Context: an optimization exercise on an open-source flow, tuned for small area. The choices shown serve that exercise and are no tape-out recipe. No functional check of the RTL was part of this run. No activity file was given, so power comes from the tool's default toggle rates.

===== design/flow/config.mk =====
export PLATFORM = sky130hd
export DESIGN_NAME = ram_burst_ctrl
export DESIGN_NICKNAME = ram_burst_ctrl
export VERILOG_FILES = /design/flow/design.v
export SDC_FILE = /design/flow/constraint.sdc
export NUM_CORES = 4
export LEC_CHECK = 0
export CAP_MARGIN = 10
export CORE_AREA = 4 4 188 188
export DIE_AREA = 0 0 192 192
export SLEW_MARGIN = 10

===== design/flow/constraint.sdc =====
create_clock -name core_clock -period 7.0 [get_ports {clk}]
set_input_delay 1.4000 -clock core_clock [delete_from_list [all_inputs] [get_ports {clk}]]
set_output_delay 1.4000 -clock core_clock [all_outputs]
set_load 0.01 [all_outputs]

===== design/flow/design.v =====
module ram_burst_ctrl #(
  parameter int DATA_W = 32,
  parameter int ADDR_W = 9,
  parameter int BURST  = 16
) (
  input  logic                       clk,
  input  logic                       rst,
  input  logic                       cmd_valid,
  output logic                       cmd_ready,
  input  logic                       cmd_we,
  input  logic [ADDR_W-1:0]          cmd_addr,
  input  logic [5:0]                 cmd_len,
  input  logic                       wr_valid,
  output logic                       wr_ready,
  input  logic [DATA_W-1:0]          wr_data,
  output logic                       rd_valid,
  input  logic                       rd_ready,
  output logic [DATA_W-1:0]          rd_data,
  output logic                       rd_last,
  output logic                       busy,
  output logic                       done,
  output logic                       err,
  output logic                       ram_we,
  output logic [ADDR_W-1:0]          ram_addr,
  output logic [$clog2(BURST)-1:0]   ram_cnt,
  output logic [DATA_W*BURST-1:0]    ram_wdata,
  input  logic [DATA_W*BURST-1:0]    ram_rdata
);
  localparam logic [2:0] S_IDLE   = 3'd0;
  localparam logic [2:0] S_WFILL  = 3'd2;
  localparam logic [2:0] S_WBURST = 3'd6;
  localparam logic [2:0] S_RISSUE = 3'd1;
  localparam logic [2:0] S_RWAIT  = 3'd3;
  localparam logic [2:0] S_RDRAIN = 3'd5;
  logic [2:0]        r_state;
  logic [ADDR_W:0]   r_addr;    
  logic [5:0]        r_left;    
  logic [3:0]        r_idx;     
  logic              r_ended;   
  logic              r_err;
  logic [DATA_W-1:0] r_wbuf [BURST-1];
  logic [DATA_W-1:0] r_wlast;
  function automatic logic [4:0] f_inc4(input logic [3:0] x, input logic ci);
    logic c;
    c = ci;
    for (int i = 0; i < 4; i++) begin
      f_inc4[i] = x[i] ^ c;
      c = c & x[i];
    end
    f_inc4[4] = c;
  endfunction
  function automatic logic [5:0] f_inc6(input logic [5:0] x, input logic ci);
    logic c;
    c = ci;
    for (int i = 0; i < 6; i++) begin
      f_inc6[i] = x[i] ^ c;
      c = c & x[i];
    end
  endfunction
  function automatic logic [5:0] f_dec6(input logic [5:0] x, input logic bi);
    logic b;
    b = bi;
    for (int i = 0; i < 6; i++) begin
      f_dec6[i] = x[i] ^ b;
      b = b & ~x[i];
    end
  endfunction
  logic w_idle, w_fill, w_drain, w_wburst, w_accept;
  logic w_wr_hs, w_rd_hs, w_hs, w_last, w_wdone, w_idx15, w_chunk_end;
  logic w_cmd_oor, w_cnt_clamp;
  logic [4:0]      w_lo_inc;
  logic [ADDR_W:0] w_addr_inc;
  logic            w_idx_step;
  assign w_idle      = (r_state == S_IDLE);
  assign w_fill      = (r_state == S_WFILL);
  assign w_drain     = (r_state == S_RDRAIN);
  assign w_wburst    = (r_state == S_WBURST);
  assign w_accept    = w_idle && cmd_valid;
  assign w_wr_hs     = w_fill && wr_valid;
  assign w_rd_hs     = w_drain && rd_ready;
  assign w_hs        = w_wr_hs || w_rd_hs;
  assign w_last      = (r_left == '0);
  assign w_wdone     = r_left[5] && r_left[4];
  assign w_idx15     = (r_idx == 4'd15);
  assign w_chunk_end = w_idx15 || w_last;
  assign w_lo_inc   = f_inc4(r_addr[3:0], w_rd_hs);
  assign w_addr_inc = {f_inc6(r_addr[ADDR_W:4], w_lo_inc[4] | r_ended), w_lo_inc[3:0]};
  always_comb begin
    logic c;
    c = 1'b0;
    for (int i = 0; i < 6; i++) c = (cmd_addr[i] & cmd_len[i]) | (c & cmd_addr[i]) | (c & cmd_len[i]);
    w_cmd_oor = c & (&cmd_addr[8:6]);
  end
  always_ff @(posedge clk) begin
    if (rst) begin
      r_state <= S_IDLE;
      r_ended <= 1'b0;
      r_err   <= 1'b0;
    end else begin
      r_ended <= w_wburst || (w_rd_hs && w_last);
      case (r_state)
        S_IDLE: begin
          if (cmd_valid) begin
            r_err   <= w_cmd_oor;
            r_state <= cmd_we ? S_WFILL : S_RISSUE;
          end
        end
        S_WFILL:  if (wr_valid && w_chunk_end) r_state <= S_WBURST;
        S_WBURST: begin
          r_state <= w_wdone ? S_IDLE : S_WFILL;
        end
        S_RISSUE: r_state <= S_RWAIT;
        S_RWAIT:  r_state <= S_RDRAIN;
        S_RDRAIN: begin
          if (rd_ready) begin
            if (w_last) begin
              r_state <= S_IDLE;
            end else if (w_idx15) begin
              r_state <= S_RISSUE;
            end
          end
        end
        default: r_state <= S_IDLE;
      endcase
    end
  end
  always_ff @(posedge clk) begin
    r_addr <= w_accept ? {1'b0, cmd_addr} : w_addr_inc;
    r_left <= w_accept ? cmd_len : f_dec6(r_left, w_hs);
    r_idx  <= (w_accept || w_wburst) ? 4'd0 : f_inc4(r_idx, w_idx_step);
  end
  generate
    for (genvar gi = 0; gi < BURST - 1; gi++) begin : g_word
      always_ff @(posedge clk)
        if (w_wr_hs && (r_idx == gi)) r_wbuf[gi] <= wr_data;
      assign ram_wdata[gi*DATA_W +: DATA_W] = r_wbuf[gi];
    end
  endgenerate
  always_ff @(posedge clk) r_wlast <= wr_data;
  assign ram_wdata[(BURST-1)*DATA_W +: DATA_W] = r_wlast;
  assign w_idx_step = w_rd_hs || (w_wr_hs && !w_chunk_end);
  always_comb begin
    logic c;
    c = 1'b0;
    for (int i = 0; i < 4; i++) c = (r_addr[i] & r_idx[i]) | (c & (r_addr[i] | r_idx[i]));
    w_cnt_clamp = c & (&r_addr[ADDR_W-1:4]) & w_wburst;
  end
  assign cmd_ready = w_idle;
  assign busy      = !w_idle;
  assign wr_ready  = w_fill;
  assign rd_valid  = w_drain;
  assign rd_data   = r_addr[ADDR_W] ? '0 : ram_rdata[DATA_W-1:0];
  assign rd_last   = w_last;
  assign done      = w_idle && r_ended;
  assign err       = r_err;
  assign ram_we    = w_wburst && !r_addr[ADDR_W];
  assign ram_addr  = w_addr_inc[ADDR_W-1:0];
  assign ram_cnt   = w_cnt_clamp ? ~r_addr[3:0] : (r_idx & {4{w_wburst}});
endmodule

===== design/flow/flow/run.sh =====
#!/bin/bash
# Layout flow: the standard ORFS flow (standard.sh) with these changes, none of which
# touches the registers, the constraints or the measurement:
#  - synthesis maps all the logic, adders included, with an area-oriented ABC script
#    (flow/abc_area.script, used through a copy of the ORFS scripts folder) instead of
#    extracting half adders first; registers are mapped before ABC runs, so they are exactly
#    the standard synthesis's;
#  - the buffers ABC inserted are removed before placement;
#  - after placement's repair_design, flow/downsize.tcl gives each gate and buffer it (or ABC)
#    sized up the smallest drive strength that still meets every slew and capacitance limit
#    with margin (registers and clock cells untouched);
#  - every port still gets a buffer, made from the smallest buffer cell (buf_1);
#  - pins may sit one routing track apart, so a small die holds all 1132 ports;
#  - the clock tree uses clkbuf_16 leaves driving up to 30 registers each, with no dummy loads.
# Each tool's full output goes to ORFS's per-step logs under orfs/logs/ and to the *.log
# files written here.
set -e
rm -rf scripts_abc
cp -r "$FLOW_HOME/scripts" scripts_abc
cp flow/abc_area.script scripts_abc/abc_area.script
export BUFFER_PORTS_ARGS="-buffer_cell sky130_fd_sc_hd__buf_1"
export PLACE_PINS_ARGS="-min_distance 1 -min_distance_in_tracks"
export REMOVE_ABC_BUFFERS=1
export POST_RESIZE_TCL="$(pwd)/flow/downsize.tcl"
export CTS_ARGS="-sink_clustering_enable -repair_clock_nets -dont_use_dummy_load -buf_list sky130_fd_sc_hd__clkbuf_16 -sink_clustering_size 30 -sink_clustering_max_diameter 85"
bash standard.sh ABC_AREA=1 SCRIPTS_DIR="$(pwd)/scripts_abc" ADDER_MAP_FILE= synth > standard_synth.log 2>&1
bash standard.sh > standard.log 2>&1

===== design/flow/flow/abc_area.script =====
strash
dch
amap
topo

===== design/flow/flow/downsize.tcl =====
# After repair_design: gates and buffers that repair_design (or ABC) sized up may not need
# it once buffers sit on their long nets. Give each the smallest drive strength that keeps
# every slew and capacitance limit met with margin, and setup slack ample, under placement
# parasitics. Registers and clock cells are left alone.
proc ds_state {} {
  estimate_parasitics -placement
  return [list [sta::max_slew_violation_count] [sta::max_capacitance_violation_count] \
            [sta::max_slew_check_slack_limit] [sta::worst_slack -max]]
}
proc ds_ok {now base} {
  return [expr {[lindex $now 0] <= [lindex $base 0] && [lindex $now 1] <= [lindex $base 1] &&
                [lindex $now 2] >= min([lindex $base 2], 0.1) && [lindex $now 3] >= 1.0}]
}
set ds_base [ds_state]
puts "downsize: before (slew viol, cap viol, worst slew slack ratio, setup wns): $ds_base"
foreach inst [get_cells *] {
  set master [get_property $inst ref_name]
  if {![regexp {^(sky130_fd_sc_hd__[a-z0-9]+)_([0-9]+)$} $master -> base size]} { continue }
  if {$size <= 1} { continue }
  if {[regexp {df|dl|clk|conb|tap|fill|decap|diode} $base]} { continue }
  set name [get_full_name $inst]
  foreach s {1 2} {
    if {$s >= $size} { break }
    set small "${base}_$s"
    if {[get_lib_cells -quiet */$small] == ""} { continue }
    replace_cell [get_cells $name] [get_lib_cells */$small]
    if {[ds_ok [ds_state] $ds_base]} {
      puts "downsize: $name $master -> $small"
      break
    }
    replace_cell [get_cells $name] [get_lib_cells */$master]
  }
}
puts "downsize: after [ds_state]"

===== design/flow/standard.sh =====
#!/bin/bash
# synth_recipe.tcl (not shown) runs the flow's synth.tcl, then flattens the netlist and writes it again
# the make line also repeats each setting of config.mk as NAME=value (left out here)
make -C /OpenROAD-flow-scripts/flow DESIGN_CONFIG=/design/flow/config.mk WORK_HOME=/design/flow/orfs CLKGATE_MAP_FILE= SYNTH_SCRIPT=/design/flow/synth_recipe.tcl "${@:-finish}"

==> summary.txt <==
- Dpl hpwl: 42400 um
- Once layout is complete, the utilization of the core stands at between 60% and 70%.
* Launching element type of the critical path: input pin
* Overall die area: 36900 um^2
* Most frequent cells in the layout: buf_1 (649), edfxtp_1 (480), dfxtp_1 (57), nand2_1 (39), clkinv_1 (35)
- After routing, the total negative slack on setup checks comes to 0 ns.
- Post_cts resized: 0
* DRT antenna net count: 0
- Number of cells in the design after placement: between 1500 and 2000
* Total clock buffers created by CTS: 22
- Of the total synthesized cell area, the portion taken by XOR and XNOR cells is 0%.
* Count of hold-fix buffers inserted at cts: 0
- Routability-driven placement finished with a final weighted congestion of 0.930.
- After synthesis, flip-flops and latches occupy between 90% and 100% of the total area.
- Synthesis inferred 537 register bits.
* Crit path required time: 5.60 ns
* Slew Viols, Final: 0
* Sink Count: 537
- Yosys mapped the design onto 27 distinct sky130hd cell types.
* Cell row count: 67
* Top achievable clock speed: about 210 MHz
- Summing the areas of all and, or, nand and nor instances in the mapped netlist gives 3.49% of the synthesized area.
* Final worst path period share: just under 70%
- Kind of end point of the critical path: output pin
- The first TritonRoute pass finished after 5 iterations.
- Setup clock skew after layout: ~0.047 ns
* Wire per inst: 30.4 um
* Top Ports: 1130
- Setup repair after global routing left no endpoint under its margin.
- TritonCTS built the clock tree.
* Dominant combinational cell family by area after synthesis: simple AND/OR/NAND/NOR gates
- Count of port buffers added during placement: 649
* Share of cell area taken by muxes after synthesis: 0%
- Remaining global-route overflow: 0
- Counting the fill cells in the layout gives 2547.
- Final Total Pwr: between 5 and 6 mW
- The floorplan step defined a core boundary enclosing 33400 um^2.
- In this run the tightest slew margin relative to its limit is 21.1%.
- GRT Overall Usage: 30.0%
- Slew at the pin closest to its max-slew limit: 1.18 ns
* Outcome: complete, no violations
* Share of layout cells above drive strength 1: 3.05%
- On the critical path, the stage with the largest delay is an instance of o21ai_0.
* PD cells: 275 nW/um^2
* Number of nets in the layout: 2009
- The clock passes through at most 3 buffers.
- Most used cell, CP: nand2_1
* Number of global-route vias before repair: 9746
- The biggest area contributor in the post-synthesis netlist is edfxtp_1.
- Synthesis warning total: 2
- The critical path goes through buf_1 -> nand2_1 -> clkinv_1 -> nand2_1 -> clkinv_1 -> nand2_1 -> clkinv_1 -> nand2_1 -> o21ai_0 -> nand2_1 -> clkinv_1 -> nand2_1 -> nor2_1 -> nand2_1 -> clkinv_1 -> o21ai_0 -> clkinv_1 -> buf_1.
- STA puts the critical path data arrival time at 3.33 ns.
* Final WL: slightly below 60000 um
- Global-route wire length before repair: about 76000 um
- After synthesis the cells add up to 16700 um^2.
* Worst ir drop on vdd: 202 uV
- CTS placed an instance of clkbuf_16 at the clock tree root.
- Non-filler cells in the finished layout: between 1500 and 2000
- Setup violations remaining at the end of the flow were counted as 0.
* Setup CP Type: input pin to output pin
- Max-cap violations in this run came to 0.
- Share of the synthesized area in compound gates (AO/OA/AOI/OAI): 2.19%
* Leading cell type in the layout, fill and taps excluded: buf_1
- In this design, the stage delay of the slowest critical-path cell is 0.31 ns.
- The final number of hold-violating endpoints came to 0.
- Top cells by area, synth: edfxtp_1 (86%), dfxtp_1 (6.8%), nor2b_1 (1.2%)
- Depth of the CTS H-tree: 1
- In this run the worst hold path is classified as register to register.
- P_leak: around 6.3 nW
- Post-synthesis cell count: 764
- Entering global routing, the biggest net connects 36 pins.
- The number of antenna violations at the first check in global routing was 11.
* Final cell area excluding filler cells: 20300 um^2
* Share of synthesized cell area in full adder, half adder and majority cells: 0%
- Highest fanout seen on the critical path: 4
- From synthesis to final layout, the design area changed by 21.4%.
* Starting density of the core: 49.9%
- Clock latency at the later pin of the worst-skew pair: 0.57 ns
* DRC marker count from the first detailed-route iteration: between 800 and 900
- The routed design could run at a clock period as short as approximately 4.7 ns.
- For this block, the via count after detailed routing is 10200.
* DRC Markers: 0
- Measured along the x axis, the die boundary spans 192 um.
- After clock tree synthesis, the clock-pin slew on the worst setup and hold paths is 0.08 ns.
- Die extent in y: roughly 190 um
- Top cell type's share of synthesized area: 86.3%
- A synthesized cell averages 21.9 um^2.
* Placed standard-cell area: around 20000 um^2
* Post-detailed-route via-to-cell ratio: 5.39
- After clock tree synthesis, the setup repair step added 0 buffers.
[final timing paths]
path	startpoint	end	slack [ns]	cells after the start
setup reg to reg	r_state[1]$_SDFFE_PP0P_	r_wbuf[6][15]$_DFFE_PP_	3.33	6
hold / removal	r_err$_SDFFE_PP0P_	r_err$_SDFFE_PP0P_	0.53	2
hold reg to reg	r_err$_SDFFE_PP0P_	r_err$_SDFFE_PP0P_	0.53	2
setup / recovery	rd_ready	ram_addr[8]	2.27	18
[state kept, by name, summed over array words and instances, names as in the netlist]
register	cells
r_wbuf	480
r_wlast	32
r_addr	10
r_left	6
r_idx	4
r_state	3
r_ended	1
r_err	1
[power by group]
part | switching, mW | leakage (nW) | internal (mW)
Combinational | 0.358 | 1.23 | 0.123
Sequential | 0.0598 | 4.79 | 3.60
Clock | 0.880 | 0.271 | 0.568
[synthesized netlist by cell type]
master     number
edfxtp_1      480
dfxtp_1        57
nor2_1         40
nand2_1        39
clkinv_1       35
nor2b_1        32
o21ai_0        20
a21oi_1        10
buf_4           9
nor3_1          6
nand3_1         5
o32ai_1         5
or3_1           4
a22o_1          3
o21a_1          3
o221ai_1        3
a211oi_1        2
a221oi_1        2
a2111oi_0       1
a31oi_1         1
a32oi_1         1
nor4_1          1
o2111ai_1       1
o22a_1          1
o22ai_1         1
o31ai_1         1
o32a_1          1
[critical path, delay by kind of cell]
family | cells | cell delay [ns]
buffers and inverters | 8 | 0.79
AOI/OAI and AO/OA | 2 | 0.41
and+or+nand+nor | 8 | 0.75
[layer usage]
metal | share of wire [%] | wire length [um] | global-route usage (%)
met1 | 34 | 19800 | 36.6
met2 | 42 | 24300 | 43.9
met3 | 17 | 9880 | 16.4
met4 | 5.6 | 3220 | 13.7
met5 | 0.54 | 312 | 4.12
[cell families after synthesis]
group | after synthesis
AOI/OAI and AO/OA | 56
buffers and inverters | 44
DFF | 537
and+or+nand+nor | 127
[metrics by stage]
stage / setup slack, ns / hold slack (ns)
floorplan: 2.80 / 0.490
global placement: 2.33 / 0.475
detailed placement: 2.31 / 0.495
CTS: 2.30 / 0.522
global route: 1.95 / 0.558
finish: 2.27 / 0.527
[final cells by class]
type	instances	area, um^2	share of cell area [%]
flip-flops and latches	537	15600	76.7
repair buffers	665	2520	12.4
multi-input cells	183	965	4.76
well taps	448	561	2.76
clock buffers	22	551	2.71
inverters	35	131	0.648
diodes	2	5.00	0.0247

-- port drivers added, routing unchanged --
How much do the figures lean on ideal ports? The routed layout below was timed once more, with nothing changed but the port constraints. Step 1 (the two cells are an assumption about what drives the block):
set clk [get_ports {clk}]
set_driving_cell -lib_cell sky130_fd_sc_hd__clkbuf_16 $clk
set_driving_cell -lib_cell sky130_fd_sc_hd__buf_2 [delete_from_list [all_inputs] $clk]
Step 2, shift: input delay + t, output delay - t, t = (earliest + latest rising clock arrival at the registers) / 2. This alone moves slack from input paths to output paths. Slacks: ideal / step 1 / step 2; pairs: ideal / step 1.
shift t [ns]: 0.593
setup slack, ns: 2.268 / 2.197 / 2.197
worst slew at a driven data input, ns: 0.10
After both steps setup and hold are still met in this run. For this run, drivers alone change the setup slack by -0.071 ns; drivers and shift together by -0.071 ns.
